From an optimization exercise on the open Yosys and OpenROAD flow, aimed at a short achievable clock period; shortcuts taken in it are not production practice.
No run shown here included a check of the RTL's function; only the layout flow was run.
Power is estimated from default activity; no workload was simulated.

==> flow/design.v, too long to show whole: its modules and the start of the top module <==
// module g_inv: 1 lines
// module g_nand2: 1 lines
// module g_nor2: 1 lines
// module g_xor2: 1 lines
// module g_xnor2: 1 lines
// module g_aoi21: 1 lines
// module g_oai21: 1 lines
// module g_aoi22: 1 lines
// module g_aoi221: 1 lines
// module g_nand3: 1 lines
// module g_nand4: 1 lines
// module g_mux2i: 1 lines
// module g_nor3: 1 lines
// module g_ao22: 1 lines
// module g_ao221: 1 lines
// module g_ao21: 1 lines
// module g_o21a: 1 lines
// module g_and4: 1 lines
// module g_nor4: 1 lines
// module add_ks10: 95 lines
// module add_ks11: 107 lines
// module res_mux: 45 lines
// module hc_gate: 11 lines
// module dec2: 10 lines
// module op7_sel: 22 lines
// module op7_pick: 69 lines
// module imm_sel: 20 lines
// module ip2_gate: 10 lines
// module imm_pick: 35 lines
// module alu_pre: 39 lines
// module and16: 1 lines
// module or16: 1 lines
// module xor16: 1 lines
// module shl16: 8 lines
// module shr16: 8 lines
// module inc: 11 lines
// module dec: 11 lines
// module hi_pre: 27 lines
// module cnt_pre: 14 lines
// module add_ks16: 163 lines
// module hc_sel: 12 lines
// module res_sel: 21 lines
// module stack_cpu: 222 lines
module stack_cpu
(
  input  logic        clk,
  input  logic        rst_n,
  output logic [15:0] imem_addr,
  input  logic [15:0] insn,
  output logic [15:0] dmem_addr,
  output logic [15:0] dmem_wdata,
  output logic        dmem_we,
  output logic        dmem_re,
  output logic        dmem_byte,
  input  logic [15:0] dmem_rdata
);
  // ...
==> flow/flow/run.sh <==
#!/bin/bash
set -euo pipefail
export SETUP_SLACK_MARGIN=7.5
export BUFFER_PORTS_ARGS="-buffer_cell sky130_fd_sc_hd__buf_6"
bash standard.sh > standard.log 2>&1
==> flow/standard.sh <==
#!/bin/bash
# synth_recipe.tcl (not shown) runs the flow's synth.tcl, then flattens the netlist and writes it again
# the make line also repeats each setting of config.mk as NAME=value (left out here)
make -C /OpenROAD-flow-scripts/flow DESIGN_CONFIG=/design/flow/config.mk WORK_HOME=/design/flow/orfs CLKGATE_MAP_FILE= SYNTH_SCRIPT=/design/flow/synth_recipe.tcl "${@:-finish}"
==> flow/config.mk <==
export PLATFORM = sky130hd
export DESIGN_NAME = stack_cpu
export DESIGN_NICKNAME = stack_cpu
export VERILOG_FILES = /design/flow/design.v
export SDC_FILE = /design/flow/constraint.sdc
export NUM_CORES = 4
export LEC_CHECK = 0
export ABC_CLOCK_PERIOD_IN_PS = 2000
export CAP_MARGIN = 20
export CORE_MARGIN = 2
export CORE_UTILIZATION = 40
export PLACE_DENSITY = 0.6
export SLEW_MARGIN = 20
export SYNTH_HIERARCHICAL = 1
export SYNTH_MINIMUM_KEEP_SIZE = 0
export TNS_END_PERCENT = 10
==> flow/constraint.sdc <==
create_clock -name core_clock -period 12.5 [get_ports {clk}]
set_input_delay 2.5000 -clock core_clock [delete_from_list [all_inputs] [get_ports {clk}]]
set_output_delay 2.5000 -clock core_clock [all_outputs]
set_load 0.01 [all_outputs]
==> reports/results.tsv, run 1 <==
metric	value	unit
Design Power	7.17	mW
CP top delay family	compound AO/OA/AOI/OAI gates	
DIE HEIGHT	327	um
Clock Pin Slew Worst Setup and Hold Paths	60	ps
Clock Buffer Count	79	
DP Area	44700	um^2
worst setup path end	dmem_addr[7]	
# IOs	85	
Worst path slowest cell	a221oi_2	
Startpoint Class	input port	
synth warn	7	
Post-DP HPWL	94500	um
Clk Latency, worst-skew pair	650	ps
grt peak-use layer	met2	
switching share of power	37.4	%
synthesized area	41800	um^2
Bufs on Longest Clock Path	3	
Final nets	4110	
antenna-violating nets left	0	
# setup viols final	0	
Top power group	combinational logic	
hold_ws	500	ps
VDD IR max	0.0984	mV
WL met2	66100	um
CP arrival	4500	ps
Buffers on Ports	84	
status	timing/DRC/antenna clean	
multi-input combinational area share	48.3	%
r2r startpoint	top1[8]	
Total Neg Setup Slack	0	ps
final instance area	50500	um^2
most common cell after layout, fill and taps aside	edfxtp_1	
most frequent cells in the layout	edfxtp_1, nand2_1, nor2_1	
crit path max fanout	23	
Fillers	9315	
top cell category	multi-input gates	
Comb pwr share	37.5	%
Non-Filler Instances	5460	
H-Tree Level Count	3	
met3 wire length	15700	um
clock network power	1.99	mW
Worst Hold Launch	isr[11]	
==> module add_ks10, before the edit <==
module add_ks10
(
  input  logic [9:0] a,
  input  logic [9:0] x,
  output logic [9:0] s,
  output logic        con,
  output logic        co
);
  logic g0_0, t0_0, g0_1, t0_1, g0_2, t0_2, g0_3, t0_3, g0_4, t0_4, g0_5, t0_5, g0_6, t0_6, g0_7, t0_7, g0_8, t0_8, g0_9, t0_9, g1_1, g1_2, t1_2, g1_3, t1_3, g1_4, t1_4, g1_5, t1_5, g1_6, t1_6, g1_7, t1_7, g1_8, t1_8, g1_9, t1_9, g0_0_i, g2_2, g2_3, g2_4, t2_4, g2_5, t2_5, g2_6, t2_6, g2_7, t2_7, g2_8, t2_8, g2_9, t2_9, g3_4, g1_1_i, g3_5, g3_6, g3_7, g3_8, t3_8, g3_9, t3_9, g4_8, g4_9, p_0, p_1, p_2, p_3, p_4, p_5, p_6, p_7, p_8, p_9;
  g_nand2 u_g0_0 (.a(a[0]), .b(x[0]), .y(g0_0));
  g_nor2  u_t0_0 (.a(a[0]), .b(x[0]), .y(t0_0));
  g_nand2 u_g0_1 (.a(a[1]), .b(x[1]), .y(g0_1));
  g_nor2  u_t0_1 (.a(a[1]), .b(x[1]), .y(t0_1));
  g_nand2 u_g0_2 (.a(a[2]), .b(x[2]), .y(g0_2));
  g_nor2  u_t0_2 (.a(a[2]), .b(x[2]), .y(t0_2));
  g_nand2 u_g0_3 (.a(a[3]), .b(x[3]), .y(g0_3));
  g_nor2  u_t0_3 (.a(a[3]), .b(x[3]), .y(t0_3));
  g_nand2 u_g0_4 (.a(a[4]), .b(x[4]), .y(g0_4));
  g_nor2  u_t0_4 (.a(a[4]), .b(x[4]), .y(t0_4));
  g_nand2 u_g0_5 (.a(a[5]), .b(x[5]), .y(g0_5));
  g_nor2  u_t0_5 (.a(a[5]), .b(x[5]), .y(t0_5));
  g_nand2 u_g0_6 (.a(a[6]), .b(x[6]), .y(g0_6));
  g_nor2  u_t0_6 (.a(a[6]), .b(x[6]), .y(t0_6));
  g_nand2 u_g0_7 (.a(a[7]), .b(x[7]), .y(g0_7));
  g_nor2  u_t0_7 (.a(a[7]), .b(x[7]), .y(t0_7));
  g_nand2 u_g0_8 (.a(a[8]), .b(x[8]), .y(g0_8));
  g_nor2  u_t0_8 (.a(a[8]), .b(x[8]), .y(t0_8));
  g_nand2 u_g0_9 (.a(a[9]), .b(x[9]), .y(g0_9));
  g_nor2  u_t0_9 (.a(a[9]), .b(x[9]), .y(t0_9));
  g_oai21 u_g1_1 (.a1(t0_1), .a2(g0_0), .b(g0_1), .y(g1_1));
  g_oai21 u_g1_2 (.a1(t0_2), .a2(g0_1), .b(g0_2), .y(g1_2));
  g_nor2  u_t1_2 (.a(t0_2), .b(t0_1), .y(t1_2));
  g_oai21 u_g1_3 (.a1(t0_3), .a2(g0_2), .b(g0_3), .y(g1_3));
  g_nor2  u_t1_3 (.a(t0_3), .b(t0_2), .y(t1_3));
  g_oai21 u_g1_4 (.a1(t0_4), .a2(g0_3), .b(g0_4), .y(g1_4));
  g_nor2  u_t1_4 (.a(t0_4), .b(t0_3), .y(t1_4));
  g_oai21 u_g1_5 (.a1(t0_5), .a2(g0_4), .b(g0_5), .y(g1_5));
  g_nor2  u_t1_5 (.a(t0_5), .b(t0_4), .y(t1_5));
  g_oai21 u_g1_6 (.a1(t0_6), .a2(g0_5), .b(g0_6), .y(g1_6));
  g_nor2  u_t1_6 (.a(t0_6), .b(t0_5), .y(t1_6));
  g_oai21 u_g1_7 (.a1(t0_7), .a2(g0_6), .b(g0_7), .y(g1_7));
  g_nor2  u_t1_7 (.a(t0_7), .b(t0_6), .y(t1_7));
  g_oai21 u_g1_8 (.a1(t0_8), .a2(g0_7), .b(g0_8), .y(g1_8));
  g_nor2  u_t1_8 (.a(t0_8), .b(t0_7), .y(t1_8));
  g_oai21 u_g1_9 (.a1(t0_9), .a2(g0_8), .b(g0_9), .y(g1_9));
  g_nor2  u_t1_9 (.a(t0_9), .b(t0_8), .y(t1_9));
  g_inv   u_g0_0_i (.a(g0_0), .y(g0_0_i));
  g_aoi21 u_g2_2 (.a1(t1_2), .a2(g0_0_i), .b(g1_2), .y(g2_2));
  g_aoi21 u_g2_3 (.a1(t1_3), .a2(g1_1), .b(g1_3), .y(g2_3));
  g_aoi21 u_g2_4 (.a1(t1_4), .a2(g1_2), .b(g1_4), .y(g2_4));
  g_nand2 u_t2_4 (.a(t1_4), .b(t1_2), .y(t2_4));
  g_aoi21 u_g2_5 (.a1(t1_5), .a2(g1_3), .b(g1_5), .y(g2_5));
  g_nand2 u_t2_5 (.a(t1_5), .b(t1_3), .y(t2_5));
  g_aoi21 u_g2_6 (.a1(t1_6), .a2(g1_4), .b(g1_6), .y(g2_6));
  g_nand2 u_t2_6 (.a(t1_6), .b(t1_4), .y(t2_6));
  g_aoi21 u_g2_7 (.a1(t1_7), .a2(g1_5), .b(g1_7), .y(g2_7));
  g_nand2 u_t2_7 (.a(t1_7), .b(t1_5), .y(t2_7));
  g_aoi21 u_g2_8 (.a1(t1_8), .a2(g1_6), .b(g1_8), .y(g2_8));
  g_nand2 u_t2_8 (.a(t1_8), .b(t1_6), .y(t2_8));
  g_aoi21 u_g2_9 (.a1(t1_9), .a2(g1_7), .b(g1_9), .y(g2_9));
  g_nand2 u_t2_9 (.a(t1_9), .b(t1_7), .y(t2_9));
  g_oai21 u_g3_4 (.a1(t2_4), .a2(g0_0), .b(g2_4), .y(g3_4));
  g_inv   u_g1_1_i (.a(g1_1), .y(g1_1_i));
  g_oai21 u_g3_5 (.a1(t2_5), .a2(g1_1_i), .b(g2_5), .y(g3_5));
  g_oai21 u_g3_6 (.a1(t2_6), .a2(g2_2), .b(g2_6), .y(g3_6));
  g_oai21 u_g3_7 (.a1(t2_7), .a2(g2_3), .b(g2_7), .y(g3_7));
  g_oai21 u_g3_8 (.a1(t2_8), .a2(g2_4), .b(g2_8), .y(g3_8));
  g_nor2  u_t3_8 (.a(t2_8), .b(t2_4), .y(t3_8));
  g_oai21 u_g3_9 (.a1(t2_9), .a2(g2_5), .b(g2_9), .y(g3_9));
  g_nor2  u_t3_9 (.a(t2_9), .b(t2_5), .y(t3_9));
  g_aoi21 u_g4_8 (.a1(t3_8), .a2(g0_0_i), .b(g3_8), .y(g4_8));
  g_aoi21 u_g4_9 (.a1(t3_9), .a2(g1_1), .b(g3_9), .y(g4_9));
  g_xor2  u_p_0 (.a(a[0]), .b(x[0]), .y(p_0));
  assign s[0] = p_0;
  g_xor2  u_p_1 (.a(a[1]), .b(x[1]), .y(p_1));
  g_xnor2 u_s_1 (.a(p_1), .b(g0_0), .y(s[1]));
  g_xor2  u_p_2 (.a(a[2]), .b(x[2]), .y(p_2));
  g_xor2  u_s_2 (.a(p_2), .b(g1_1), .y(s[2]));
  g_xor2  u_p_3 (.a(a[3]), .b(x[3]), .y(p_3));
  g_xnor2 u_s_3 (.a(p_3), .b(g2_2), .y(s[3]));
  g_xor2  u_p_4 (.a(a[4]), .b(x[4]), .y(p_4));
  g_xnor2 u_s_4 (.a(p_4), .b(g2_3), .y(s[4]));
  g_xor2  u_p_5 (.a(a[5]), .b(x[5]), .y(p_5));
  g_xor2  u_s_5 (.a(p_5), .b(g3_4), .y(s[5]));
  g_xor2  u_p_6 (.a(a[6]), .b(x[6]), .y(p_6));
  g_xor2  u_s_6 (.a(p_6), .b(g3_5), .y(s[6]));
  g_xor2  u_p_7 (.a(a[7]), .b(x[7]), .y(p_7));
  g_xor2  u_s_7 (.a(p_7), .b(g3_6), .y(s[7]));
  g_xor2  u_p_8 (.a(a[8]), .b(x[8]), .y(p_8));
  g_xor2  u_s_8 (.a(p_8), .b(g3_7), .y(s[8]));
  g_xor2  u_p_9 (.a(a[9]), .b(x[9]), .y(p_9));
  g_xnor2 u_s_9 (.a(p_9), .b(g4_8), .y(s[9]));
  assign con = g4_9;
  g_ao21  u_co (.a1(t3_9), .a2(g1_1), .b(g3_9), .y(co));
endmodule
==> module add_ks11, before the edit <==
module add_ks11
(
  input  logic [10:0] a,
  input  logic [10:0] x,
  output logic [10:0] s,
  output logic        con,
  output logic        co
);
  logic g0_0, t0_0, g0_1, t0_1, g0_2, t0_2, g0_3, t0_3, g0_4, t0_4, g0_5, t0_5, g0_6, t0_6, g0_7, t0_7, g0_8, t0_8, g0_9, t0_9, g0_10, t0_10, g1_1, g1_2, t1_2, g1_3, t1_3, g1_4, t1_4, g1_5, t1_5, g1_6, t1_6, g1_7, t1_7, g1_8, t1_8, g1_9, t1_9, g1_10, t1_10, g0_0_i, g2_2, g2_3, g2_4, t2_4, g2_5, t2_5, g2_6, t2_6, g2_7, t2_7, g2_8, t2_8, g2_9, t2_9, g2_10, t2_10, g3_4, g1_1_i, g3_5, g3_6, g3_7, g3_8, t3_8, g3_9, t3_9, g3_10, t3_10, g4_8, g4_9, g2_2_i, g4_10, p_0, p_1, p_2, p_3, p_4, p_5, p_6, p_7, p_8, p_9, p_10;
  g_nand2 u_g0_0 (.a(a[0]), .b(x[0]), .y(g0_0));
  g_nor2  u_t0_0 (.a(a[0]), .b(x[0]), .y(t0_0));
  g_nand2 u_g0_1 (.a(a[1]), .b(x[1]), .y(g0_1));
  g_nor2  u_t0_1 (.a(a[1]), .b(x[1]), .y(t0_1));
  g_nand2 u_g0_2 (.a(a[2]), .b(x[2]), .y(g0_2));
  g_nor2  u_t0_2 (.a(a[2]), .b(x[2]), .y(t0_2));
  g_nand2 u_g0_3 (.a(a[3]), .b(x[3]), .y(g0_3));
  g_nor2  u_t0_3 (.a(a[3]), .b(x[3]), .y(t0_3));
  g_nand2 u_g0_4 (.a(a[4]), .b(x[4]), .y(g0_4));
  g_nor2  u_t0_4 (.a(a[4]), .b(x[4]), .y(t0_4));
  g_nand2 u_g0_5 (.a(a[5]), .b(x[5]), .y(g0_5));
  g_nor2  u_t0_5 (.a(a[5]), .b(x[5]), .y(t0_5));
  g_nand2 u_g0_6 (.a(a[6]), .b(x[6]), .y(g0_6));
  g_nor2  u_t0_6 (.a(a[6]), .b(x[6]), .y(t0_6));
  g_nand2 u_g0_7 (.a(a[7]), .b(x[7]), .y(g0_7));
  g_nor2  u_t0_7 (.a(a[7]), .b(x[7]), .y(t0_7));
  g_nand2 u_g0_8 (.a(a[8]), .b(x[8]), .y(g0_8));
  g_nor2  u_t0_8 (.a(a[8]), .b(x[8]), .y(t0_8));
  g_nand2 u_g0_9 (.a(a[9]), .b(x[9]), .y(g0_9));
  g_nor2  u_t0_9 (.a(a[9]), .b(x[9]), .y(t0_9));
  g_nand2 u_g0_10 (.a(a[10]), .b(x[10]), .y(g0_10));
  g_nor2  u_t0_10 (.a(a[10]), .b(x[10]), .y(t0_10));
  g_oai21 u_g1_1 (.a1(t0_1), .a2(g0_0), .b(g0_1), .y(g1_1));
  g_oai21 u_g1_2 (.a1(t0_2), .a2(g0_1), .b(g0_2), .y(g1_2));
  g_nor2  u_t1_2 (.a(t0_2), .b(t0_1), .y(t1_2));
  g_oai21 u_g1_3 (.a1(t0_3), .a2(g0_2), .b(g0_3), .y(g1_3));
  g_nor2  u_t1_3 (.a(t0_3), .b(t0_2), .y(t1_3));
  g_oai21 u_g1_4 (.a1(t0_4), .a2(g0_3), .b(g0_4), .y(g1_4));
  g_nor2  u_t1_4 (.a(t0_4), .b(t0_3), .y(t1_4));
  g_oai21 u_g1_5 (.a1(t0_5), .a2(g0_4), .b(g0_5), .y(g1_5));
  g_nor2  u_t1_5 (.a(t0_5), .b(t0_4), .y(t1_5));
  g_oai21 u_g1_6 (.a1(t0_6), .a2(g0_5), .b(g0_6), .y(g1_6));
  g_nor2  u_t1_6 (.a(t0_6), .b(t0_5), .y(t1_6));
  g_oai21 u_g1_7 (.a1(t0_7), .a2(g0_6), .b(g0_7), .y(g1_7));
  g_nor2  u_t1_7 (.a(t0_7), .b(t0_6), .y(t1_7));
  g_oai21 u_g1_8 (.a1(t0_8), .a2(g0_7), .b(g0_8), .y(g1_8));
  g_nor2  u_t1_8 (.a(t0_8), .b(t0_7), .y(t1_8));
  g_oai21 u_g1_9 (.a1(t0_9), .a2(g0_8), .b(g0_9), .y(g1_9));
  g_nor2  u_t1_9 (.a(t0_9), .b(t0_8), .y(t1_9));
  g_oai21 u_g1_10 (.a1(t0_10), .a2(g0_9), .b(g0_10), .y(g1_10));
  g_nor2  u_t1_10 (.a(t0_10), .b(t0_9), .y(t1_10));
  g_inv   u_g0_0_i (.a(g0_0), .y(g0_0_i));
  g_aoi21 u_g2_2 (.a1(t1_2), .a2(g0_0_i), .b(g1_2), .y(g2_2));
  g_aoi21 u_g2_3 (.a1(t1_3), .a2(g1_1), .b(g1_3), .y(g2_3));
  g_aoi21 u_g2_4 (.a1(t1_4), .a2(g1_2), .b(g1_4), .y(g2_4));
  g_nand2 u_t2_4 (.a(t1_4), .b(t1_2), .y(t2_4));
  g_aoi21 u_g2_5 (.a1(t1_5), .a2(g1_3), .b(g1_5), .y(g2_5));
  g_nand2 u_t2_5 (.a(t1_5), .b(t1_3), .y(t2_5));
  g_aoi21 u_g2_6 (.a1(t1_6), .a2(g1_4), .b(g1_6), .y(g2_6));
  g_nand2 u_t2_6 (.a(t1_6), .b(t1_4), .y(t2_6));
  g_aoi21 u_g2_7 (.a1(t1_7), .a2(g1_5), .b(g1_7), .y(g2_7));
  g_nand2 u_t2_7 (.a(t1_7), .b(t1_5), .y(t2_7));
  g_aoi21 u_g2_8 (.a1(t1_8), .a2(g1_6), .b(g1_8), .y(g2_8));
  g_nand2 u_t2_8 (.a(t1_8), .b(t1_6), .y(t2_8));
  g_aoi21 u_g2_9 (.a1(t1_9), .a2(g1_7), .b(g1_9), .y(g2_9));
  g_nand2 u_t2_9 (.a(t1_9), .b(t1_7), .y(t2_9));
  g_aoi21 u_g2_10 (.a1(t1_10), .a2(g1_8), .b(g1_10), .y(g2_10));
  g_nand2 u_t2_10 (.a(t1_10), .b(t1_8), .y(t2_10));
  g_oai21 u_g3_4 (.a1(t2_4), .a2(g0_0), .b(g2_4), .y(g3_4));
  g_inv   u_g1_1_i (.a(g1_1), .y(g1_1_i));
  g_oai21 u_g3_5 (.a1(t2_5), .a2(g1_1_i), .b(g2_5), .y(g3_5));
  g_oai21 u_g3_6 (.a1(t2_6), .a2(g2_2), .b(g2_6), .y(g3_6));
  g_oai21 u_g3_7 (.a1(t2_7), .a2(g2_3), .b(g2_7), .y(g3_7));
  g_oai21 u_g3_8 (.a1(t2_8), .a2(g2_4), .b(g2_8), .y(g3_8));
  g_nor2  u_t3_8 (.a(t2_8), .b(t2_4), .y(t3_8));
  g_oai21 u_g3_9 (.a1(t2_9), .a2(g2_5), .b(g2_9), .y(g3_9));
  g_nor2  u_t3_9 (.a(t2_9), .b(t2_5), .y(t3_9));
  g_oai21 u_g3_10 (.a1(t2_10), .a2(g2_6), .b(g2_10), .y(g3_10));
  g_nor2  u_t3_10 (.a(t2_10), .b(t2_6), .y(t3_10));
  g_aoi21 u_g4_8 (.a1(t3_8), .a2(g0_0_i), .b(g3_8), .y(g4_8));
  g_aoi21 u_g4_9 (.a1(t3_9), .a2(g1_1), .b(g3_9), .y(g4_9));
  g_inv   u_g2_2_i (.a(g2_2), .y(g2_2_i));
  g_aoi21 u_g4_10 (.a1(t3_10), .a2(g2_2_i), .b(g3_10), .y(g4_10));
  g_xor2  u_p_0 (.a(a[0]), .b(x[0]), .y(p_0));
  assign s[0] = p_0;
  g_xor2  u_p_1 (.a(a[1]), .b(x[1]), .y(p_1));
  g_xnor2 u_s_1 (.a(p_1), .b(g0_0), .y(s[1]));
  g_xor2  u_p_2 (.a(a[2]), .b(x[2]), .y(p_2));
  g_xor2  u_s_2 (.a(p_2), .b(g1_1), .y(s[2]));
  g_xor2  u_p_3 (.a(a[3]), .b(x[3]), .y(p_3));
  g_xnor2 u_s_3 (.a(p_3), .b(g2_2), .y(s[3]));
  g_xor2  u_p_4 (.a(a[4]), .b(x[4]), .y(p_4));
  g_xnor2 u_s_4 (.a(p_4), .b(g2_3), .y(s[4]));
  g_xor2  u_p_5 (.a(a[5]), .b(x[5]), .y(p_5));
  g_xor2  u_s_5 (.a(p_5), .b(g3_4), .y(s[5]));
  g_xor2  u_p_6 (.a(a[6]), .b(x[6]), .y(p_6));
  g_xor2  u_s_6 (.a(p_6), .b(g3_5), .y(s[6]));
  g_xor2  u_p_7 (.a(a[7]), .b(x[7]), .y(p_7));
  g_xor2  u_s_7 (.a(p_7), .b(g3_6), .y(s[7]));
  g_xor2  u_p_8 (.a(a[8]), .b(x[8]), .y(p_8));
  g_xor2  u_s_8 (.a(p_8), .b(g3_7), .y(s[8]));
  g_xor2  u_p_9 (.a(a[9]), .b(x[9]), .y(p_9));
  g_xnor2 u_s_9 (.a(p_9), .b(g4_8), .y(s[9]));
  g_xor2  u_p_10 (.a(a[10]), .b(x[10]), .y(p_10));
  g_xnor2 u_s_10 (.a(p_10), .b(g4_9), .y(s[10]));
  assign con = g4_10;
  g_ao21  u_co (.a1(t3_10), .a2(g2_2_i), .b(g3_10), .y(co));
endmodule
==> module res_mux, before the edit <==
module res_mux
(
  input  logic [8:0]       sel,     
  input  logic [8:0][9:0]  lo,
  input  logic [8:0]       co,      
  input  logic [8:0]       con,     
  input  logic [7:0][5:0]  ha,      
  input  logic [7:0][5:0]  hb,      
  input  logic [4:0]       bha,     
  input  logic [4:0]       bhb,
  input  logic             blo10,   
  input  logic [3:0][15:0] op7,     
  output logic [15:0]      y
);
  for (genvar k = 0; k < 10; k++)
  begin : g_lo
    logic n0, n1, n2, n3;
    g_aoi221 u_0 (.a1(sel[0]), .a2(lo[0][k]), .b1(sel[1]), .b2(lo[1][k]), .c(op7[0][k]), .y(n0));
    g_aoi221 u_1 (.a1(sel[2]), .a2(lo[2][k]), .b1(sel[3]), .b2(lo[3][k]), .c(op7[1][k]), .y(n1));
    g_aoi221 u_2 (.a1(sel[4]), .a2(lo[4][k]), .b1(sel[5]), .b2(lo[5][k]), .c(op7[2][k]), .y(n2));
    g_aoi221 u_3 (.a1(sel[7]), .a2(lo[7][k]), .b1(sel[8]), .b2(lo[8][k]), .c(op7[3][k]), .y(n3));
    g_nand4  u_y (.a(n0), .b(n1), .c(n2), .d(n3), .y(y[k]));
  end
  for (genvar k = 10; k < 16; k++)
  begin : g_hi
    logic [8:0] tn;
    logic q1, q2, en;
    for (genvar j = 0; j < 8; j++)
    begin : g_t
      g_aoi22 u_t (.a1(co[j]), .a2(ha[j][k-10]), .b1(con[j]), .b2(hb[j][k-10]), .y(tn[j]));
    end
    if (k == 10)
    begin : g_b10
      g_nand2 u_t8 (.a(sel[8]), .b(blo10), .y(tn[8]));
    end
    else
    begin : g_bhi
      g_aoi22 u_t8 (.a1(co[8]), .a2(bha[k-11]), .b1(con[8]), .b2(bhb[k-11]), .y(tn[8]));
    end
    g_and4  u_q1 (.a(tn[0]), .b(tn[1]), .c(tn[2]), .d(tn[3]), .y(q1));
    g_and4  u_q2 (.a(tn[4]), .b(tn[5]), .c(tn[6]), .d(tn[7]), .y(q2));
    g_nor4  u_en (.a(op7[0][k]), .b(op7[1][k]), .c(op7[2][k]), .d(op7[3][k]), .y(en));
    g_nand4 u_y  (.a(q1), .b(q2), .c(tn[8]), .d(en), .y(y[k]));
  end
endmodule
==> module op7_pick, before the edit <==
module op7_pick
(
  input  logic [15:0] insn,
  input  logic [15:0] tn_sum,
  input  logic [15:0] tn_dif,
  input  logic [15:0] tn_and,
  input  logic [15:0] tn_or,
  input  logic [15:0] tn_xor,
  input  logic [15:0] tn_shl,
  input  logic [15:0] tn_shr,
  input  logic        tn_eq,
  input  logic        tn_lt,
  input  logic [15:0] t,
  input  logic [15:0] n,
  input  logic [15:0] t_addz,
  input  logic [15:0] t_addnz,
  input  logic [15:0] isr,
  input  logic [15:0] c,
  input  logic [15:0] fp,
  input  logic [15:0] imm,
  output logic [3:0][15:0] y    
);
  logic [3:0] d0, d1, d2, d3;
  logic [1:0][3:0] e;
  logic [1:0] es_isr, es_c, es_fp, es_t;
  dec2 u_d0 (.s(insn[1:0]), .d(d0));
  dec2 u_d1 (.s(insn[1:0]), .d(d1));
  dec2 u_d2 (.s(insn[1:0]), .d(d2));
  dec2 u_d3 (.s(insn[1:0]), .d(d3));
  for (genvar h = 0; h < 2; h++)
  begin : g_sel
    op7_sel u_sel (.insn(insn), .e(e[h]), .es_isr(es_isr[h]), .es_c(es_c[h]),
                   .es_fp(es_fp[h]), .es_t(es_t[h]));
  end
  for (genvar k = 0; k < 16; k++)
  begin : g_bit
    logic a0, b0, a1, b1, a2, b2, a3, m0, m1, m2, m3, tn;
    g_inv   u_tn (.a(t[k]), .y(tn));
    g_aoi22 u_a0 (.a1(d0[0]), .a2(tn_sum[k]), .b1(d0[1]), .b2(tn_dif[k]), .y(a0));
    g_aoi22 u_b0 (.a1(d0[2]), .a2(tn_and[k]), .b1(d0[3]), .b2(tn_or[k]),  .y(b0));
    g_nand2 u_m0 (.a(a0), .b(b0), .y(m0));
    g_aoi22 u_a1 (.a1(d1[0]), .a2(tn_xor[k]), .b1(d1[1]), .b2(tn_shl[k]), .y(a1));
    if (k == 0)
    begin : g_eq
      g_aoi22 u_b1 (.a1(d1[2]), .a2(tn_shr[k]), .b1(d1[3]), .b2(tn_eq), .y(b1));
    end
    else
    begin : g_neq
      g_nand2 u_b1 (.a(d1[2]), .b(tn_shr[k]), .y(b1));
    end
    g_nand2 u_m1 (.a(a1), .b(b1), .y(m1));
    if (k == 0)
    begin : g_lt
      g_aoi22 u_a2 (.a1(d2[0]), .a2(tn_lt), .b1(d2[1]), .b2(tn), .y(a2));
    end
    else
    begin : g_nlt
      g_nand2 u_a2 (.a(d2[1]), .b(tn), .y(a2));
    end
    g_aoi22 u_b2 (.a1(d2[2]), .a2(t[k]), .b1(d2[3]), .b2(n[k]), .y(b2));
    g_nand2 u_m2 (.a(a2), .b(b2), .y(m2));
    g_aoi22 u_a3 (.a1(d3[0]), .a2(t_addz[k]), .b1(d3[1]), .b2(t_addnz[k]), .y(a3));
    g_inv   u_m3 (.a(a3), .y(m3));
    g_ao22  u_y0 (.a1(e[k/8][0]), .a2(m0), .b1(e[k/8][1]), .b2(m1), .y(y[0][k]));
    g_ao22  u_y1 (.a1(e[k/8][2]), .a2(m2), .b1(e[k/8][3]), .b2(m3), .y(y[1][k]));
    g_ao22  u_y2 (.a1(es_isr[k/8]), .a2(isr[k]), .b1(es_c[k/8]), .b2(c[k]), .y(y[2][k]));
    g_ao221 u_y3 (.a1(es_fp[k/8]), .a2(fp[k]), .b1(es_t[k/8]), .b2(t[k]), .c(imm[k]), .y(y[3][k]));
  end
endmodule
==> module imm_pick, before the edit <==
module imm_pick
(
  input  logic [15:0] insn,
  input  logic        t_zero,
  input  logic [15:0] ip2,
  output logic [15:0] y
);
  logic s_lbz, s_w, s_sx, s_lit, jnz, jz;
  logic [15:0] ip2_z, ip2_nz;
  imm_sel u_sel (.insn(insn), .s_lbz(s_lbz), .s_w(s_w), .s_sx(s_sx), .jnz(jnz), .jz(jz));
  ip2_gate u_ip2 (.t_zero(t_zero), .ip2(ip2), .ip2_z(ip2_z), .ip2_nz(ip2_nz));
  assign s_lit = insn[15];
  for (genvar k = 0; k < 16; k++)
  begin : g_bit
    logic n0, n1;
    g_aoi22 u_n1 (.a1(jnz), .a2(ip2_z[k]), .b1(jz), .b2(ip2_nz[k]), .y(n1));
    if (k < 9)
    begin : g_lo
      g_aoi22 u_n0 (.a1(s_lbz), .a2(insn[k]), .b1(s_w), .b2(insn[k+1]), .y(n0));
    end
    else if (k == 9)
    begin : g_9
      g_aoi22 u_n0 (.a1(s_lbz), .a2(insn[9]), .b1(s_w), .b2(insn[9]), .y(n0));
    end
    else if (k < 15)
    begin : g_hi
      g_aoi22 u_n0 (.a1(s_lit), .a2(insn[k]), .b1(s_sx), .b2(insn[9]), .y(n0));
    end
    else
    begin : g_15
      g_nand2 u_n0 (.a(s_sx), .b(insn[9]), .y(n0));
    end
    g_nand2 u_y (.a(n0), .b(n1), .y(y[k]));
  end
endmodule
==> module alu_pre, before the edit <==
module alu_pre
(
  input  logic [15:0] t,
  input  logic [15:0] n,
  output logic [15:0] tn_sum,
  output logic [15:0] tn_dif,
  output logic [15:0] tn_and,
  output logic [15:0] tn_or,
  output logic [15:0] tn_xor,
  output logic [15:0] tn_shl,
  output logic [15:0] tn_shr,
  output logic        tn_eq,
  output logic        tn_lt,
  output logic [15:0] t_addz,
  output logic [15:0] t_addnz,
  output logic        t_zero,
  output logic [5:0]  t_hp
);
  logic [15:0] t_step, t_inv, dif_n;
  logic [14:0] t_step_hi;
  logic        sum_con, dif_con;
  assign t_inv = ~t;
  add_ks16 u_sum (.a(t), .x(n), .s(tn_sum), .con(sum_con), .co());
  add_ks16 u_dif (.a(t_inv), .x(n), .s(dif_n), .con(dif_con), .co());   
  assign tn_dif  = ~dif_n;
  and16 u_and (.a(t), .b(n), .y(tn_and));
  or16  u_or  (.a(t), .b(n), .y(tn_or));
  xor16 u_xor (.a(t), .b(n), .y(tn_xor));
  shl16 u_shl (.a(t), .s(n[3:0]), .y(tn_shl));
  shr16 u_shr (.a(t), .s(n[3:0]), .y(tn_shr));
  assign tn_eq   = t == n;
  assign tn_lt   = (t[15] ^ n[15]) ? t[15] : tn_dif[15];
  inc #(.W(15)) u_step (.a(t[15:1]), .y(t_step_hi));    
  assign t_step  = {t_step_hi, t[0]};
  assign t_zero  = t == 16'd0;
  assign t_addz  = t_zero ? tn_sum : t_step;
  assign t_addnz = !t_zero ? tn_sum : t_step;
  inc #(.W(6)) u_thp (.a(t[15:10]), .y(t_hp));
endmodule
==> module res_sel, before the edit <==
module res_sel
(
  input  logic [15:0] insn,
  input  logic        t_zero,
  output logic [8:0]  sel
);
  logic is_b, is_w, is_6, cond;
  assign is_b  = insn[15:13] == 3'b001 || insn[15:12] == 4'b0101;
  assign is_w  = insn[15:12] == 4'b0100;
  assign is_6  = insn[15:12] == 4'b0110;
  assign cond  = insn[0] ^ t_zero;    
  assign sel[0] = is_b && insn[11:10] == 2'd1;
  assign sel[1] = is_b && insn[11:10] == 2'd2;
  assign sel[2] = is_b && insn[11:10] == 2'd3;
  assign sel[3] = is_w && insn[11:10] == 2'd1;
  assign sel[4] = is_w && insn[11:10] == 2'd2;
  assign sel[5] = is_w && insn[11:10] == 2'd3;
  assign sel[6] = is_6 && insn[11:10] == 2'd1;
  assign sel[7] = is_6 && insn[11];
  assign sel[8] = insn[15:12] == 4'b0000 || (insn[15:12] == 4'b0001 && cond);
endmodule
==> module stack_cpu, before the edit <==
module stack_cpu
(
  input  logic        clk,
  input  logic        rst_n,
  output logic [15:0] imem_addr,
  input  logic [15:0] insn,
  output logic [15:0] dmem_addr,
  output logic [15:0] dmem_wdata,
  output logic        dmem_we,
  output logic        dmem_re,
  output logic        dmem_byte,
  input  logic [15:0] dmem_rdata
);
  logic [15:0] ip, fp, isr;
  logic [15:0] top0, top1;           
  logic [15:0] dmem_stk [16];        
  logic [4:0]  depth;                
  logic [15:0] cmem [16];            
  logic [4:0]  cptr;                 
  logic [15:0] ctop;                 
  logic [15:0] ip2;
  logic [3:0] op;
  logic [1:0] asel;
  logic is_lit, is_j, is_jc, is_b, is_w, is_6, is_alu, is_sys;
  assign op     = insn[15:12];
  assign asel   = insn[11:10];
  assign is_lit = insn[15];
  assign is_j   = op == 4'b0000;
  assign is_jc  = op == 4'b0001;
  assign is_b   = insn[15:13] == 3'b001 || op == 4'b0101;   
  assign is_w   = op == 4'b0100;                             
  assign is_6   = op == 4'b0110;                             
  assign is_alu = op == 4'b0111 && !insn[11];
  assign is_sys = op == 4'b0111 && insn[11];
  logic [15:0] tn_sum, tn_dif, tn_and, tn_or, tn_xor, tn_shl, tn_shr, t_addz, t_addnz;
  logic        t_zero, tn_eq, tn_lt;
  logic [5:0]  t_hp;
  alu_pre u_alu_pre (.t(top0), .n(top1), .tn_sum(tn_sum), .tn_dif(tn_dif), .tn_and(tn_and),
                     .tn_or(tn_or), .tn_xor(tn_xor), .tn_shl(tn_shl), .tn_shr(tn_shr),
                     .tn_eq(tn_eq), .tn_lt(tn_lt), .t_addz(t_addz), .t_addnz(t_addnz),
                     .t_zero(t_zero), .t_hp(t_hp));
  logic [9:0] xb, xw;
  logic       sgn;
  assign xb  = insn[9:0];               
  assign xw  = {insn[9], insn[9:1]};    
  assign sgn = insn[9];
  logic [5:0] fp_hm, fp_hp, ip_hm, ip_hp, c_hm, c_hp;
  logic [4:0] br_hm, br_hp;
  hi_pre u_hi_pre (.fp(fp), .ip(ip), .c(ctop), .fp_hm(fp_hm), .fp_hp(fp_hp), .ip_hm(ip_hm),
                   .ip_hp(ip_hp), .c_hm(c_hm), .c_hp(c_hp), .br_hm(br_hm), .br_hp(br_hp),
                   .ip2(ip2));
  logic [8:0][9:0] lo;
  logic [8:0]      con, co;
  logic [7:0][5:0] hc0, hc1;
  logic [4:0]      bhc0, bhc1;
  logic            blo10;
  logic [10:0]     br_lo;
  add_ks10 u_fp_b (.a(fp[9:0]),   .x(xb), .s(lo[0]), .con(con[0]), .co(co[0]));
  add_ks10 u_ip_b (.a(ip[9:0]),   .x(xb), .s(lo[1]), .con(con[1]), .co(co[1]));
  add_ks10 u_c_b  (.a(ctop[9:0]), .x(xb), .s(lo[2]), .con(con[2]), .co(co[2]));
  add_ks10 u_fp_w (.a(fp[9:0]),   .x(xw), .s(lo[3]), .con(con[3]), .co(co[3]));
  add_ks10 u_ip_w (.a(ip[9:0]),   .x(xw), .s(lo[4]), .con(con[4]), .co(co[4]));
  add_ks10 u_c_w  (.a(ctop[9:0]), .x(xw), .s(lo[5]), .con(con[5]), .co(co[5]));
  add_ks10 u_t_b  (.a(top0[9:0]), .x(xb), .s(lo[7]), .con(con[7]), .co(co[7]));
  add_ks11 u_br   (.a(ip[10:0]),  .x(insn[11:1]), .s(br_lo), .con(con[8]), .co(co[8]));
  add_ks10 u_fp_z (.a(fp[9:0]),   .x(xb), .s(lo[6]), .con(con[6]), .co(co[6]));   
  assign lo[8] = br_lo[9:0];
  assign blo10 = br_lo[10];
  hc_sel #(.W(6)) u_hc_fp (.s(sgn), .h(fp[15:10]),   .hm(fp_hm), .hp(fp_hp), .hc0(hc0[0]), .hc1(hc1[0]));
  hc_sel #(.W(6)) u_hc_ip (.s(sgn), .h(ip[15:10]),   .hm(ip_hm), .hp(ip_hp), .hc0(hc0[1]), .hc1(hc1[1]));
  hc_sel #(.W(6)) u_hc_c  (.s(sgn), .h(ctop[15:10]), .hm(c_hm),  .hp(c_hp),  .hc0(hc0[2]), .hc1(hc1[2]));
  assign hc1[3] = hc1[0];
  assign hc0[3] = hc0[0];
  assign hc1[4] = hc1[1];
  assign hc0[4] = hc0[1];
  assign hc1[5] = hc1[2];
  assign hc0[5] = hc0[2];
  assign hc1[6] = fp_hp;
  assign hc0[6] = fp[15:10];
  assign hc1[7] = t_hp;
  assign hc0[7] = top0[15:10];
  hc_sel #(.W(5)) u_hc_br (.s(insn[11]), .h(ip[15:11]), .hm(br_hm), .hp(br_hp), .hc0(bhc0), .hc1(bhc1));
  logic s_br, s_6i, s_6f, s_sisr, s_sc, s_sfp;
  logic [8:0] sel;
  res_sel u_rsel (.insn(insn), .t_zero(t_zero), .sel(sel));
  assign s_br = sel[8];
  assign s_6i   = is_6 && asel == 2'd0;
  assign s_6f   = is_6 && asel == 2'd1;
  assign s_sisr = is_sys && insn[4] && !insn[0];
  assign s_sc   = is_sys && !insn[4] && !insn[0] && insn[3:2] == 2'b00;
  assign s_sfp  = is_sys && insn[3:0] == 4'b0011;
  logic [3:0][15:0] v_op7;
  logic [15:0] v_imm, alu_res;
  logic [8:0]  rsel;
  logic [7:0][5:0] ha, hb;
  logic [4:0]  bha, bhb;
  op7_pick u_op7 (.insn(insn), .tn_sum(tn_sum), .tn_dif(tn_dif),
                  .tn_and(tn_and), .tn_or(tn_or), .tn_xor(tn_xor),
                  .tn_shl(tn_shl), .tn_shr(tn_shr), .tn_eq(tn_eq), .tn_lt(tn_lt),
                  .t(top0), .n(top1), .t_addz(t_addz),
                  .t_addnz(t_addnz), .isr(isr), .c(ctop), .fp(fp), .imm(v_imm),
                  .y(v_op7));
  imm_pick u_imm (.insn(insn), .t_zero(t_zero), .ip2(ip2), .y(v_imm));
  assign rsel = {sel[8:1], sel[0] || sel[6]};
  for (genvar j = 0; j < 8; j++)
  begin : g_hg
    hc_gate #(.W(6)) u_hg (.sel(sel[j]), .hc0(hc0[j]), .hc1(hc1[j]), .ha(ha[j]), .hb(hb[j]));
  end
  hc_gate #(.W(5)) u_hg_br (.sel(sel[8]), .hc0(bhc0), .hc1(bhc1), .ha(bha), .hb(bhb));
  res_mux u_res (.sel(rsel), .lo(lo), .co(co), .con(con), .ha(ha), .hb(hb), .bha(bha), .bhb(bhb),
                 .blo10(blo10), .op7(v_op7), .y(alu_res));
  logic push, pop, load_stk, wr1, rd, wr, byt, cpush, cpop;
  assign push     = is_lit || op == 4'b0010 || (is_w && !insn[0]) || op == 4'b0101 ||
                    (op == 4'b0111 && insn[7]);
  assign pop      = is_jc || op == 4'b0011 || (is_w && insn[0]) || (is_alu && insn[6]) ||
                    (is_sys && insn[2]) || (is_sys && insn[4] && insn[0]);
  assign load_stk = push || is_alu || (is_sys && insn[3] && !insn[1]);
  assign wr1      = op == 4'b0111 && insn[3] && !(insn[11] && insn[4]);
  assign rd       = op == 4'b0010 || (is_w && !insn[0]) || s_6i ||
                    (is_sys && insn[3:2] == 2'b10);
  assign wr       = op == 4'b0011 || (is_w && insn[0]) || (is_sys && insn[3:2] == 2'b11);
  assign byt      = insn[15:13] == 3'b001 || (op == 4'b0111 && insn[0]);
  assign cpush    = (is_j && insn[0]) || s_6i || s_sisr || s_sfp;
  assign cpop     = s_sc;
  assign imem_addr  = ip;
  assign dmem_addr  = alu_res;
  assign dmem_wdata = (op == 4'b0111 && !(insn[11] && insn[4])) ? top1 : top0;
  assign dmem_we    = rst_n && wr;
  assign dmem_re    = rst_n && rd;
  assign dmem_byte  = byt && (rd || wr);
  logic [15:0] rd_data, din, ip_nx, fp_nx, cdin;
  assign rd_data = byt ? {8'h00, dmem_rdata[7:0]} : dmem_rdata;
  assign din     = rd ? rd_data : alu_res;
  assign cdin    = s_sfp ? fp : ip2;
  always_comb
  begin
    if (s_br)
      ip_nx = alu_res;
    else if (s_6i)
      ip_nx = {6'd0, xb};
    else if (is_sys && insn[3:0] == 4'b0000)
      ip_nx = insn[4] ? isr : ctop;
    else
      ip_nx = ip2;
    if (s_6f)
      fp_nx = alu_res;
    else if (is_sys && insn[3:0] == 4'b0010)
      fp_nx = insn[4] ? isr : ctop;
    else
      fp_nx = fp;
  end
  always_ff @(posedge clk)
  begin
    if (!rst_n)
    begin
      ip  <= 16'd0;
      fp  <= 16'd0;
      isr <= 16'd0;
    end
    else
    begin
      ip <= ip_nx;
      fp <= fp_nx;
      if (insn == 16'h7811)
        isr <= top0;
    end
  end
  logic [3:0] sp;
  assign sp = depth[3:0] - 4'd2;
  always_ff @(posedge clk)
  begin
    if (push && !pop && depth >= 5'd2)
      dmem_stk[sp] <= top1;
    if (push && !pop)
      top1 <= top0;
    else if (pop && !push)
    begin
      top0 <= top1;
      top1 <= dmem_stk[sp - 4'd1];
    end
    if (load_stk)
    begin
      if (wr1)
        top1 <= din;
      else
        top0 <= din;
    end
  end
  logic [4:0] cptr_p, cptr_m, depth_p, depth_m;
  cnt_pre u_cnt (.cptr(cptr), .depth(depth), .cptr_p(cptr_p), .cptr_m(cptr_m),
                 .depth_p(depth_p), .depth_m(depth_m));
  always_ff @(posedge clk)
  begin
    if (!rst_n)
      depth <= 5'd0;
    else if (push && !pop)
      depth <= depth_p;
    else if (pop && !push)
      depth <= depth_m;
  end
  always_ff @(posedge clk)
  begin
    if (cpush)
      cmem[cptr[3:0]] <= cdin;
  end
  always_ff @(posedge clk)
  begin
    if (cpush && !cpop)
      ctop <= cdin;
    else if (cpop && !cpush)
      ctop <= cmem[cptr[3:0] - 4'd2];
  end
  always_ff @(posedge clk)
  begin
    if (!rst_n)
      cptr <= 5'd0;
    else if (cpush && !cpop)
      cptr <= cptr_p;
    else if (cpop && !cpush)
      cptr <= cptr_m;
  end
endmodule
==> inputs of run 2 (changes only) <==
--- a/flow/design.v
+++ b/flow/design.v
@@ -59,8 +59,2 @@
 module g_nor3  (input logic a, b, c, output logic y);             assign y = ~(a | b | c);           endmodule
-module g_ao22  (input logic a1, a2, b1, b2, output logic y);      assign y = (a1 & a2) | (b1 & b2);  endmodule
-module g_ao221 (input logic a1, a2, b1, b2, c, output logic y);   assign y = (a1 & a2) | (b1 & b2) | c; endmodule
-module g_ao21  (input logic a1, a2, b, output logic y);           assign y = (a1 & a2) | b;          endmodule
-module g_o21a  (input logic a1, a2, b, output logic y);           assign y = (a1 | a2) & b;          endmodule
-module g_and4  (input logic a, b, c, d, output logic y);          assign y = a & b & c & d;          endmodule
-module g_nor4  (input logic a, b, c, d, output logic y);          assign y = ~(a | b | c | d);       endmodule
 `timescale 1ns/100ps
@@ -71,4 +65,3 @@
   output logic [9:0] s,
-  output logic        con,
-  output logic        co
+  output logic        con
 );
@@ -159,3 +152,2 @@
   assign con = g4_9;
-  g_ao21  u_co (.a1(t3_9), .a2(g1_1), .b(g3_9), .y(co));
 endmodule
@@ -166,4 +158,3 @@
   output logic [10:0] s,
-  output logic        con,
-  output logic        co
+  output logic        con
 );
@@ -266,3 +257,2 @@
   assign con = g4_10;
-  g_ao21  u_co (.a1(t3_10), .a2(g2_2_i), .b(g3_10), .y(co));
 endmodule
@@ -272,3 +262,2 @@
   input  logic [8:0][9:0]  lo,
-  input  logic [8:0]       co,      
   input  logic [8:0]       con,     
@@ -279,3 +268,4 @@
   input  logic             blo10,   
-  input  logic [3:0][15:0] op7,     
+  input  logic [15:0]      op7,
+  input  logic [15:0]      imm,
   output logic [15:0]      y
@@ -285,6 +275,6 @@
     logic n0, n1, n2, n3;
-    g_aoi221 u_0 (.a1(sel[0]), .a2(lo[0][k]), .b1(sel[1]), .b2(lo[1][k]), .c(op7[0][k]), .y(n0));
-    g_aoi221 u_1 (.a1(sel[2]), .a2(lo[2][k]), .b1(sel[3]), .b2(lo[3][k]), .c(op7[1][k]), .y(n1));
-    g_aoi221 u_2 (.a1(sel[4]), .a2(lo[4][k]), .b1(sel[5]), .b2(lo[5][k]), .c(op7[2][k]), .y(n2));
-    g_aoi221 u_3 (.a1(sel[7]), .a2(lo[7][k]), .b1(sel[8]), .b2(lo[8][k]), .c(op7[3][k]), .y(n3));
+    g_aoi221 u_0 (.a1(sel[0]), .a2(lo[0][k]), .b1(sel[1]), .b2(lo[1][k]), .c(op7[k]), .y(n0));
+    g_aoi221 u_1 (.a1(sel[2]), .a2(lo[2][k]), .b1(sel[3]), .b2(lo[3][k]), .c(imm[k]), .y(n1));
+    g_aoi22  u_2 (.a1(sel[4]), .a2(lo[4][k]), .b1(sel[5]), .b2(lo[5][k]), .y(n2));
+    g_aoi22  u_3 (.a1(sel[7]), .a2(lo[7][k]), .b1(sel[8]), .b2(lo[8][k]), .y(n3));
     g_nand4  u_y (.a(n0), .b(n1), .c(n2), .d(n3), .y(y[k]));
@@ -294,6 +284,6 @@
     logic [8:0] tn;
-    logic q1, q2, en;
+    logic p1, p2, p3, x1n, x2n;
     for (genvar j = 0; j < 8; j++)
     begin : g_t
-      g_aoi22 u_t (.a1(co[j]), .a2(ha[j][k-10]), .b1(con[j]), .b2(hb[j][k-10]), .y(tn[j]));
+      g_mux2i u_t (.s(con[j]), .a0(ha[j][k-10]), .a1(hb[j][k-10]), .y(tn[j]));
     end
@@ -305,8 +295,10 @@
     begin : g_bhi
-      g_aoi22 u_t8 (.a1(co[8]), .a2(bha[k-11]), .b1(con[8]), .b2(bhb[k-11]), .y(tn[8]));
+      g_mux2i u_t8 (.s(con[8]), .a0(bha[k-11]), .a1(bhb[k-11]), .y(tn[8]));
     end
-    g_and4  u_q1 (.a(tn[0]), .b(tn[1]), .c(tn[2]), .d(tn[3]), .y(q1));
-    g_and4  u_q2 (.a(tn[4]), .b(tn[5]), .c(tn[6]), .d(tn[7]), .y(q2));
-    g_nor4  u_en (.a(op7[0][k]), .b(op7[1][k]), .c(op7[2][k]), .d(op7[3][k]), .y(en));
-    g_nand4 u_y  (.a(q1), .b(q2), .c(tn[8]), .d(en), .y(y[k]));
+    g_nand3 u_p1 (.a(tn[0]), .b(tn[1]), .c(tn[2]), .y(p1));
+    g_nand3 u_p2 (.a(tn[3]), .b(tn[4]), .c(tn[5]), .y(p2));
+    g_nand3 u_p3 (.a(tn[6]), .b(tn[7]), .c(tn[8]), .y(p3));
+    g_nor2  u_x1 (.a(p1), .b(p2), .y(x1n));
+    g_nor3  u_x2 (.a(p3), .b(op7[k]), .c(imm[k]), .y(x2n));
+    g_nand2 u_y  (.a(x1n), .b(x2n), .y(y[k]));
   end
@@ -375,8 +367,6 @@
   input  logic [15:0] fp,
-  input  logic [15:0] imm,
-  output logic [3:0][15:0] y    
+  output logic [15:0] y
 );
-  logic [3:0] d0, d1, d2, d3;
-  logic [1:0][3:0] e;
-  logic [1:0] es_isr, es_c, es_fp, es_t;
+  logic [3:0] d0, d1, d2, d3, e;
+  logic       es_isr, es_c, es_fp, es_t;
   dec2 u_d0 (.s(insn[1:0]), .d(d0));
@@ -385,10 +375,7 @@
   dec2 u_d3 (.s(insn[1:0]), .d(d3));
-  for (genvar h = 0; h < 2; h++)
-  begin : g_sel
-    op7_sel u_sel (.insn(insn), .e(e[h]), .es_isr(es_isr[h]), .es_c(es_c[h]),
-                   .es_fp(es_fp[h]), .es_t(es_t[h]));
-  end
+  op7_sel u_sel (.insn(insn), .e(e), .es_isr(es_isr), .es_c(es_c),
+                 .es_fp(es_fp), .es_t(es_t));
   for (genvar k = 0; k < 16; k++)
   begin : g_bit
-    logic a0, b0, a1, b1, a2, b2, a3, m0, m1, m2, m3, tn;
+    logic a0, b0, a1, b1, a2, b2, a3, m0, m1, m2, m3, n0, n1, n2, n3, tn;
     g_inv   u_tn (.a(t[k]), .y(tn));
@@ -419,38 +406,9 @@
     g_inv   u_m3 (.a(a3), .y(m3));
-    g_ao22  u_y0 (.a1(e[k/8][0]), .a2(m0), .b1(e[k/8][1]), .b2(m1), .y(y[0][k]));
-    g_ao22  u_y1 (.a1(e[k/8][2]), .a2(m2), .b1(e[k/8][3]), .b2(m3), .y(y[1][k]));
-    g_ao22  u_y2 (.a1(es_isr[k/8]), .a2(isr[k]), .b1(es_c[k/8]), .b2(c[k]), .y(y[2][k]));
-    g_ao221 u_y3 (.a1(es_fp[k/8]), .a2(fp[k]), .b1(es_t[k/8]), .b2(t[k]), .c(imm[k]), .y(y[3][k]));
+    g_aoi22 u_n0 (.a1(e[0]), .a2(m0), .b1(e[1]), .b2(m1), .y(n0));
+    g_aoi22 u_n1 (.a1(e[2]), .a2(m2), .b1(e[3]), .b2(m3), .y(n1));
+    g_aoi22 u_n2 (.a1(es_isr), .a2(isr[k]), .b1(es_c), .b2(c[k]), .y(n2));
+    g_aoi22 u_n3 (.a1(es_fp), .a2(fp[k]), .b1(es_t), .b2(t[k]), .y(n3));
+    g_nand4 u_y  (.a(n0), .b(n1), .c(n2), .d(n3), .y(y[k]));
   end
 endmodule
-module imm_sel
-(
-  input  logic [15:0] insn,
-  output logic        s_lbz,    
-  output logic        s_w,      
-  output logic        s_sx,     
-  output logic        jnz,      
-  output logic        jz        
-);
-  logic off, b, z, w;
-  assign off   = !insn[15] && insn[11:10] == 2'b00;
-  assign b     = off && (insn[14:12] == 3'b010 || insn[14:12] == 3'b011 || insn[14:12] == 3'b101);
-  assign z     = off && insn[14:12] == 3'b110;
-  assign w     = off && insn[14:12] == 3'b100;
-  assign s_lbz = insn[15] || b || z;
-  assign s_w   = w;
-  assign s_sx  = b || w;
-  assign jnz   = insn[15:12] == 4'b0001 && insn[0];
-  assign jz    = insn[15:12] == 4'b0001 && !insn[0];
-endmodule
-module ip2_gate
-(
-  input  logic        t_zero,
-  input  logic [15:0] ip2,
-  output logic [15:0] ip2_z,
-  output logic [15:0] ip2_nz
-);
-  assign ip2_z  = {16{t_zero}} & ip2;
-  assign ip2_nz = {16{!t_zero}} & ip2;
-endmodule
 module imm_pick
@@ -458,3 +416,3 @@
   input  logic [15:0] insn,
-  input  logic        t_zero,
+  input  logic        s_ip2,
   input  logic [15:0] ip2,
@@ -462,28 +420,14 @@
 );
-  logic s_lbz, s_w, s_sx, s_lit, jnz, jz;
-  logic [15:0] ip2_z, ip2_nz;
-  imm_sel u_sel (.insn(insn), .s_lbz(s_lbz), .s_w(s_w), .s_sx(s_sx), .jnz(jnz), .jz(jz));
-  ip2_gate u_ip2 (.t_zero(t_zero), .ip2(ip2), .ip2_z(ip2_z), .ip2_nz(ip2_nz));
-  assign s_lit = insn[15];
-  for (genvar k = 0; k < 16; k++)
-  begin : g_bit
-    logic n0, n1;
-    g_aoi22 u_n1 (.a1(jnz), .a2(ip2_z[k]), .b1(jz), .b2(ip2_nz[k]), .y(n1));
-    if (k < 9)
-    begin : g_lo
-      g_aoi22 u_n0 (.a1(s_lbz), .a2(insn[k]), .b1(s_w), .b2(insn[k+1]), .y(n0));
-    end
-    else if (k == 9)
-    begin : g_9
-      g_aoi22 u_n0 (.a1(s_lbz), .a2(insn[9]), .b1(s_w), .b2(insn[9]), .y(n0));
-    end
-    else if (k < 15)
-    begin : g_hi
-      g_aoi22 u_n0 (.a1(s_lit), .a2(insn[k]), .b1(s_sx), .b2(insn[9]), .y(n0));
-    end
-    else
-    begin : g_15
-      g_nand2 u_n0 (.a(s_sx), .b(insn[9]), .y(n0));
-    end
-    g_nand2 u_y (.a(n0), .b(n1), .y(y[k]));
+  always_comb
+  begin
+    y = {16{s_ip2}} & ip2;
+    if (insn[15])
+      y = {1'b0, insn[14:0]};
+    else if (insn[11:10] == 2'b00)
+      case (insn[14:12])
+        3'b010, 3'b011, 3'b101: y = {{6{insn[9]}}, insn[9:0]};
+        3'b100:                 y = {{7{insn[9]}}, insn[9:1]};
+        3'b110:                 y = {6'd0, insn[9:0]};
+        default:                ;
+      endcase
   end
@@ -512,4 +456,4 @@
   assign t_inv = ~t;
-  add_ks16 u_sum (.a(t), .x(n), .s(tn_sum), .con(sum_con), .co());
-  add_ks16 u_dif (.a(t_inv), .x(n), .s(dif_n), .con(dif_con), .co());   
+  add_ks16 u_sum (.a(t), .x(n), .s(tn_sum), .con(sum_con));
+  add_ks16 u_dif (.a(t_inv), .x(n), .s(dif_n), .con(dif_con));   
   assign tn_dif  = ~dif_n;
@@ -616,4 +560,3 @@
   output logic [15:0] s,
-  output logic        con,
-  output logic        co
+  output logic        con
 );
@@ -772,3 +715,2 @@
   assign con = g4_15;
-  g_ao21  u_co (.a1(t3_15), .a2(g3_7), .b(g3_15), .y(co));
 endmodule
@@ -790,3 +732,4 @@
   input  logic        t_zero,
-  output logic [8:0]  sel
+  output logic [8:0]  sel,
+  output logic        s_ip2
 );
@@ -806,2 +749,3 @@
   assign sel[8] = insn[15:12] == 4'b0000 || (insn[15:12] == 4'b0001 && cond);
+  assign s_ip2  = insn[15:12] == 4'b0001 && !cond;
 endmodule
@@ -860,3 +804,3 @@
   logic [8:0][9:0] lo;
-  logic [8:0]      con, co;
+  logic [8:0]      con;
   logic [7:0][5:0] hc0, hc1;
@@ -865,11 +809,12 @@
   logic [10:0]     br_lo;
-  add_ks10 u_fp_b (.a(fp[9:0]),   .x(xb), .s(lo[0]), .con(con[0]), .co(co[0]));
-  add_ks10 u_ip_b (.a(ip[9:0]),   .x(xb), .s(lo[1]), .con(con[1]), .co(co[1]));
-  add_ks10 u_c_b  (.a(ctop[9:0]), .x(xb), .s(lo[2]), .con(con[2]), .co(co[2]));
-  add_ks10 u_fp_w (.a(fp[9:0]),   .x(xw), .s(lo[3]), .con(con[3]), .co(co[3]));
-  add_ks10 u_ip_w (.a(ip[9:0]),   .x(xw), .s(lo[4]), .con(con[4]), .co(co[4]));
-  add_ks10 u_c_w  (.a(ctop[9:0]), .x(xw), .s(lo[5]), .con(con[5]), .co(co[5]));
-  add_ks10 u_t_b  (.a(top0[9:0]), .x(xb), .s(lo[7]), .con(con[7]), .co(co[7]));
-  add_ks11 u_br   (.a(ip[10:0]),  .x(insn[11:1]), .s(br_lo), .con(con[8]), .co(co[8]));
-  add_ks10 u_fp_z (.a(fp[9:0]),   .x(xb), .s(lo[6]), .con(con[6]), .co(co[6]));   
+  add_ks10 u_fp_b (.a(fp[9:0]),   .x(xb), .s(lo[0]), .con(con[0]));
+  add_ks10 u_ip_b (.a(ip[9:0]),   .x(xb), .s(lo[1]), .con(con[1]));
+  add_ks10 u_c_b  (.a(ctop[9:0]), .x(xb), .s(lo[2]), .con(con[2]));
+  add_ks10 u_fp_w (.a(fp[9:0]),   .x(xw), .s(lo[3]), .con(con[3]));
+  add_ks10 u_ip_w (.a(ip[9:0]),   .x(xw), .s(lo[4]), .con(con[4]));
+  add_ks10 u_c_w  (.a(ctop[9:0]), .x(xw), .s(lo[5]), .con(con[5]));
+  add_ks10 u_t_b  (.a(top0[9:0]), .x(xb), .s(lo[7]), .con(con[7]));
+  add_ks11 u_br   (.a(ip[10:0]),  .x(insn[11:1]), .s(br_lo), .con(con[8]));
+  assign lo[6] = lo[0];
+  assign con[6] = con[0];
   assign lo[8] = br_lo[9:0];
@@ -890,5 +835,5 @@
   hc_sel #(.W(5)) u_hc_br (.s(insn[11]), .h(ip[15:11]), .hm(br_hm), .hp(br_hp), .hc0(bhc0), .hc1(bhc1));
-  logic s_br, s_6i, s_6f, s_sisr, s_sc, s_sfp;
+  logic s_br, s_ip2, s_6i, s_6f, s_sisr, s_sc, s_sfp;
   logic [8:0] sel;
-  res_sel u_rsel (.insn(insn), .t_zero(t_zero), .sel(sel));
+  res_sel u_rsel (.insn(insn), .t_zero(t_zero), .sel(sel), .s_ip2(s_ip2));
   assign s_br = sel[8];
@@ -899,4 +844,3 @@
   assign s_sfp  = is_sys && insn[3:0] == 4'b0011;
-  logic [3:0][15:0] v_op7;
-  logic [15:0] v_imm, alu_res;
+  logic [15:0] v_op7, v_imm, alu_res;
   logic [8:0]  rsel;
@@ -908,5 +852,5 @@
                   .t(top0), .n(top1), .t_addz(t_addz),
-                  .t_addnz(t_addnz), .isr(isr), .c(ctop), .fp(fp), .imm(v_imm),
+                  .t_addnz(t_addnz), .isr(isr), .c(ctop), .fp(fp),
                   .y(v_op7));
-  imm_pick u_imm (.insn(insn), .t_zero(t_zero), .ip2(ip2), .y(v_imm));
+  imm_pick u_imm (.insn(insn), .s_ip2(s_ip2), .ip2(ip2), .y(v_imm));
   assign rsel = {sel[8:1], sel[0] || sel[6]};
@@ -917,4 +861,4 @@
   hc_gate #(.W(5)) u_hg_br (.sel(sel[8]), .hc0(bhc0), .hc1(bhc1), .ha(bha), .hb(bhb));
-  res_mux u_res (.sel(rsel), .lo(lo), .co(co), .con(con), .ha(ha), .hb(hb), .bha(bha), .bhb(bhb),
-                 .blo10(blo10), .op7(v_op7), .y(alu_res));
+  res_mux u_res (.sel(rsel), .lo(lo), .con(con), .ha(ha), .hb(hb), .bha(bha), .bhb(bhb),
+                 .blo10(blo10), .op7(v_op7), .imm(v_imm), .y(alu_res));
   logic push, pop, load_stk, wr1, rd, wr, byt, cpush, cpop;
==> reports/results.tsv, run 2 <==
metric	value	unit	change
global-route wire length before repair	212000	um	
crit-path cells	buf_16, nor2_1, buf_4, a22oi_2, nand2_1, a22oi_2, nand4_1, a221oi_2, nand4_1, buf_6		
Non-Filler Instances	5397		-1.2%
Core ar.	102000	um^2	
Worst path slowest cell	nand4_1		
RSZ-0062 raised after global routing	true		
VDD IR max	0.150	mV	+52%
1st-pass router iterations	7		
via count	32800		
share of layout cells above drive strength 1	33.2	%	
Hold Crit Class	flop to flop		
crit path max fanout	23		unchanged
most common cell after layout, fill and taps aside	edfxtp_1		
Worst path max stage delay	270	ps	
Final nets	4065		-1.1%
Clock Pin Slew Worst Setup and Hold Paths	60	ps	about the same
r2r startpoint	top0[8]		
drt wl/cell	27.2	um	
clk_skew	26.1	ps	
most frequent cells in the layout	edfxtp_1, nand2_1, nor2_1		
grt ovf	0		
# setup viols final	0		unchanged
GRT Total Usage	26.8	%	
Post-Route Utilization	48.7	%	
Placed Cells	5110		
Peak Freq	142	MHz	
Req. time, crit path	10000	ps	
routability cong.	0.986		
root buf cell	clkbuf_16		
Worst Tran Pin Value	1220	ps	
Period Utilization, post-route	56.2	%	
Worst setup EP type	primary output		
antenna-violating nets left	0		unchanged
Initial Utilization	40.4	%	
Die Width	325	um	
H-Tree Level Count	3		unchanged
DR DRC count	0		
dpl ws	4710	ps	
Num CTS Buffers	68		
PwrDens	145	nW/um^2	
final instance area	49800	um^2	-1.3%
slack of the critical path	5480	ps	
Post-Route WL	147000	um	
Buffers on Ports	84		unchanged
Total Neg Setup Slack	0	ps	unchanged
Bufs on Longest Clock Path	3		unchanged
vias in the first global route	31100		
# IOs	85		unchanged
CP arrival	4520	ps	+20 ps
initial drt markers	3963		
routed vias/inst	6.09		
Startpoint Class	input port		
Leak	18.5	nW	
pin count of the biggest net entering global routing	65		
crit path time final	7020	ps	
DIE HEIGHT	325	um	-0.59%
syn nets	3793		
synth warn	8		+1
DP Area	44200	um^2	-1.2%
crit path from	insn[0]		
Fillers	9194		-1.3%
Post-DP HPWL	92200	um	-2.5%
cell count after synthesis	3706		
Crit Path Class	input port to primary output		
critical path buffer and inverter count	3		
max-slew violation count	0		
FP Rows	117		
Clk Latency, worst-skew pair	640	ps	about the same
Die ar.	106000	um^2	
Max Cap Viol	0		
CP top delay family	simple AND/OR/NAND/NOR gates		
average size of a mapped cell	11.2	um^2	
Area growth syn-to-layout	20.5	%	
Sink Count	617		
Hold Vio Cnt, Final	0		
antenna violations before repair	3		
Worst Hold Launch	isr[15]		
CTS tree	built		
status	timing/DRC/antenna clean		
synthesized area	41300	um^2	-1.2%
max_slew headroom	18.5	%	
## run 2: path summary, 6_finish.rpt
check	end	slack (ps)	cells after the start
min reg2reg	isr[15]	520	2
max reg2reg	ip[8]	7680	11
min	isr[15]	520	2
max	dmem_addr[2]	5480	10
## run 2: per-stage QoR
stage | total power, mW | hold slack (ps)
6_report | 7.24 | 517
5_1_grt | 7.52 | 506
4_1_cts | 7.19 | 502
3_5_place_dp | 5.02 | 503
3_3_place_gp | 5.00 | 494
2_1_floorplan | 4.21 | 477
## run 2: timing repair
| item | CTS | global route |
|---|---|---|
| pin swaps | 87 | 33 |
| gates resized for setup | 267 | 47 |
| cloned | 28 | 4 |
| buffers inserted | 93 | 41 |
| hold buffers | 0 | 0 |
| setup endpoints to repair | 91 | 329 |
## run 2: power breakdown
part           internal [mW]  total [mW]  switching [mW]
clock network           1.20        2.05           0.851
logic                   1.00        2.69            1.69
registers               2.39        2.50           0.118
## run 2: layout make-up
cell class | count | area (um^2) | area share (%)
clock inverter | 36 | 444 | 0.892
timing repair buffer | 346 | 4160 | 8.36
clock buffer | 84 | 1830 | 3.68
sequential | 617 | 17700 | 35.5
tap | 1368 | 1710 | 3.44
antenna | 1 | 2.50 | 0.00503
inverter | 160 | 607 | 1.22
multi-input combinational | 2785 | 23400 | 46.9
## run 2: worst min-delay path, cell delays in order (launching register included)
cell and delay [ps]:
dfxtp_1 330, o21ai_0 80, a21oi_1 60
## run 2: metal layers
layer,part of all wire (%),global-route usage [%]
met5,0.019,0
met4,4.7,10.5
met2,45,41.6
met1,41,36.3
met3,9.8,6.11

[port drivers added, routing unchanged]
In the flow no input, the clock included, has a driving cell. The finished layouts below were timed again as built, in two steps. Step 1 sets driving cells, clkbuf_16 on the clock port and buf_2 on the other inputs (assumed; they add their load-dependent delay and slew). Step 2 also shifts input and output timing later by t, the mid clock arrival at the registers, as if the neighbouring blocks saw the same clock. Three values: no drivers, after step 1, after step 2; two values: the first two.
run | t, ns | setup slack, ns | hold slack, ns | worst register clock-pin slew, ns | pins driven straight from the clock port
run 1 | 0.701 | 5.499 / 5.274 / 5.274 | 0.500 / 0.500 / 0.500 | 0.07 / 0.07 | 1
run 2 | 0.698 | 5.480 / 5.221 / 5.221 | 0.517 / 0.517 / 0.517 | 0.07 / 0.07 | 1
After both steps setup and hold are still met in every run listed. For run 2, which loses most, drivers alone change the setup slack by -0.259 ns; drivers and shift together by -0.259 ns.
